Context: an optimization exercise on an open-source flow, tuned for small area, a short achievable clock period and few clock cycles per item. The choices shown serve that exercise and are no tape-out recipe. Where RTL was checked, it was by simulation tests only, not by an equivalence proof against the original. Power and IR drop assume default switching activity.

== pine ==
Design moving_baseline_spike_detector, start of the top module:
module moving_baseline_spike_detector #(
    parameter int WINDOW     = 8,
    parameter int DAY_LENGTH = 1440
) (
    input  logic                             i_clk,
    input  logic                             i_rst_n,
    input  logic                             i_valid,
    output logic                             o_ready,
    input  logic [mbsd_pkg::COUNT_W-1:0]     i_error_count,
    input  logic                             i_start_of_day,
    output logic                             o_valid,
    input  logic                             i_ready,
    output logic                             o_decision_valid,
    output logic                             o_anomaly,
    output logic [mbsd_pkg::MINUTE_W-1:0]    o_minute_index,
    output logic [mbsd_pkg::BASE_W-1:0]      o_baseline_sum,
    output logic [mbsd_pkg::TOTAL_W-1:0]     o_anomaly_total,
    input  logic                             i_cfg_valid,
    output logic                             o_cfg_ready,
    input  logic [mbsd_pkg::CFG_IDX_W-1:0]   i_cfg_index,
    input  logic [mbsd_pkg::CFG_W-1:0]       i_cfg_data
);
    localparam int COUNT_W = mbsd_pkg::COUNT_W;
    localparam int TOTAL_W = mbsd_pkg::TOTAL_W;
    localparam int SUM_W   = 19;
    localparam int MC_W    = 11;
    logic [15:0] r_thr;
    logic [23:0] r_mult_digits;
    logic [7:0]  r_mult_one;
    logic [7:0]  r_mult_two;
    logic [7:0]  r_mult_neg;
    assign {r_mult_one, r_mult_two, r_mult_neg} = r_mult_digits;
    function automatic logic [23:0] booth_digits(input logic [15:0] m);
        logic [16:0] mx;
        logic [7:0]  one;
        logic [7:0]  two;
        logic [7:0]  neg;
        mx = {m, 1'b0};
        for (int i = 0; i < 8; i++) begin
            one[i] = mx[2*i+1] ^ mx[2*i];
            two[i] = (mx[2*i+2] & ~mx[2*i+1] & ~mx[2*i]) | (~mx[2*i+2] & mx[2*i+1] & mx[2*i]);
            neg[i] = mx[2*i+2];
        end
        booth_digits = {one, two, neg};
  ...
Size: ~2,000 cells after synthesis, roughly 370 flip-flops.
clock: 10.0 ns
lec_check: 0
abc_area: 1
cap_margin: 20
core_margin: 2
core_utilization: 40
setup_slack_margin: 5
slew_margin: 20
standard.sh (not shown) runs the stock make flow with config.mk's settings and CLKGATE_MAP_FILE= SYNTH_SCRIPT=/design/flow/synth_recipe.tcl, a recipe that flattens the netlist after the stock synthesis.
==> flow/flow/run.sh <==
#!/bin/bash
# Standard ORFS layout (the standard.sh) with two changes to how the layout
# is made:
#  - timing repair aims for a larger setup-slack margin (flow/margin.txt), so it
#    keeps improving paths below the clock period;
#  - the port buffers that global placement inserts are plain buffers
#    (flow/port_buffer.txt) instead of the delay cell ORFS picks by default.
# The whole make output goes to make_flow.log; ORFS's per-step logs stay in
# orfs/logs.
set -euo pipefail
MARGIN=$(cat flow/margin.txt)
PORTBUF=$(cat flow/port_buffer.txt)
sed -e "s/SETUP_SLACK_MARGIN=[0-9.]*/SETUP_SLACK_MARGIN=${MARGIN}/" standard.sh > standard_margin.sh
grep -q "SETUP_SLACK_MARGIN=${MARGIN}" standard_margin.sh
bash standard_margin.sh "BUFFER_PORTS_ARGS=-buffer_cell ${PORTBUF}" finish > make_flow.log 2>&1
==> flow/flow/margin.txt <==
6.6
==> flow/flow/port_buffer.txt <==
sky130_fd_sc_hd__buf_2
What oak does differently from pine at the input level:
--- a/flow/design.v
+++ b/flow/design.v
@@ -971,18 +971,19 @@
     logic [MC_W-1:0]    w_minute;
     logic               w_full;
     logic               w_in_day;
     logic [COUNT_W-1:0] w_oldest;
     logic [SUM_W-1:0]   w_sum_b;
     logic [SUM_W-1:0]   w_sum_c;
     logic [SUM_W-1:0]   w_sum_maj;
     logic [SUM_W-1:0]   w_sum_cs_s;
     logic [SUM_W-1:0]   w_sum_cs_c;
+    logic [SUM_W-1:0]   w_sum_add;
     logic [SUM_W-1:0]   w_sum_next;
     logic [35:0]        w_r0;
     logic [35:0]        w_r1;
     logic [35:0]        w_q;
     logic [35:0]        w_cs_s;
     logic [35:0]        w_cs_maj;
     logic [35:0]        w_cs_c;
     logic [35:0]        w_z;
     logic               w_flag;
@@ -1041,31 +1042,32 @@
             r_fresh <= 1'b1;
         end else if (w_load && w_nx_valid) begin
             r_fresh <= 1'b0;
         end
     end
     assign w_sum    = r_in_sod ? '0 : r_sum;
     assign w_minute = r_in_sod ? '0 : r_minute;
     assign w_full   = !r_in_sod && r_full;
     assign w_in_day = r_in_sod || r_in_day;
-    assign w_oldest = w_full ? r_hist[WINDOW-1] : '0;
+    assign w_oldest = r_full ? r_hist[WINDOW-1] : '0;
     assign w_step   = w_adv && r_in_valid;
     assign w_sum_b    = SUM_W'(r_in_count);
     assign w_sum_c    = ~(SUM_W'(w_oldest));
-    assign w_sum_cs_s = w_sum ^ w_sum_b ^ w_sum_c;
-    assign w_sum_maj  = (w_sum & w_sum_b) | (w_sum & w_sum_c) | (w_sum_b & w_sum_c);
+    assign w_sum_cs_s = r_sum ^ w_sum_b ^ w_sum_c;
+    assign w_sum_maj  = (r_sum & w_sum_b) | (r_sum & w_sum_c) | (w_sum_b & w_sum_c);
     assign w_sum_cs_c = {w_sum_maj[SUM_W-2:0], 1'b0};
     mbsd_add #(.W(SUM_W)) u_sum_add (
         .a   (w_sum_cs_s),
         .b   (w_sum_cs_c),
         .cin (1'b1),
-        .s   (w_sum_next)
+        .s   (w_sum_add)
     );
+    assign w_sum_next = r_in_sod ? w_sum_b : w_sum_add;
     always_ff @(posedge i_clk) begin
         if (w_step && w_in_day) begin
             r_sum    <= w_sum_next;
             r_minute <= w_minute + MC_W'(1);
             r_full   <= w_full || (w_minute == MC_W'(WINDOW - 1));
             r_in_day <= w_minute != MC_W'(DAY_LENGTH - 1);
         end
     end
     always_ff @(posedge i_clk) begin
| count of buffers not belonging to the clock network in the layout | lower: pine |. Compared with pine, oak shows a higher relative area of clock buffers and inverters in the final design. Going from pine to oak, cell total after placement comparable; area after synthesis held steady. pine → oak: relative contribution of combinational cells to total power decreased 3.9 points; share of total power in sequential cells increased by 0.6 points relative to the old numbers; met2 track utilization from global routing about even; worst setup slack before clock tree synthesis shrank by 93 ps; combinational power -about 15%.
Testbench counts of oak, summed over its fixed seeds: cycles 23,064, items 23,040.
Function not checked in pine: the RTL went through the layout flow alone.

[re-timing with driven ports]
Ports are ideal in the flow. The routed layouts listed here were re-timed in OpenROAD.
Step 1 assumes that a clkbuf_16 drives the clock port and a buf_2 every other input.
Step 2, shift: input delay + t, output delay - t, t = (earliest + latest rising clock arrival at the registers) / 2. This alone moves slack from input paths to output paths.
a / b / c = ideal / step 1 / step 2; a / b = the first two.
| run | t, ns | setup WS [ns] | worst setup path after step 2 | worst slew at a driven data input, ns |
|---|---|---|---|---|
| pine | 0.637 | 6.613 / 6.611 / 6.216 | input to register | 0.08 |
| oak | 0.641 | 6.631 / 6.617 / 6.228 | input to register | 0.05 |
After both steps every run listed still meets setup and hold. For oak, which loses most, drivers alone change the setup slack by -0.014 ns; drivers and shift together by -0.403 ns.
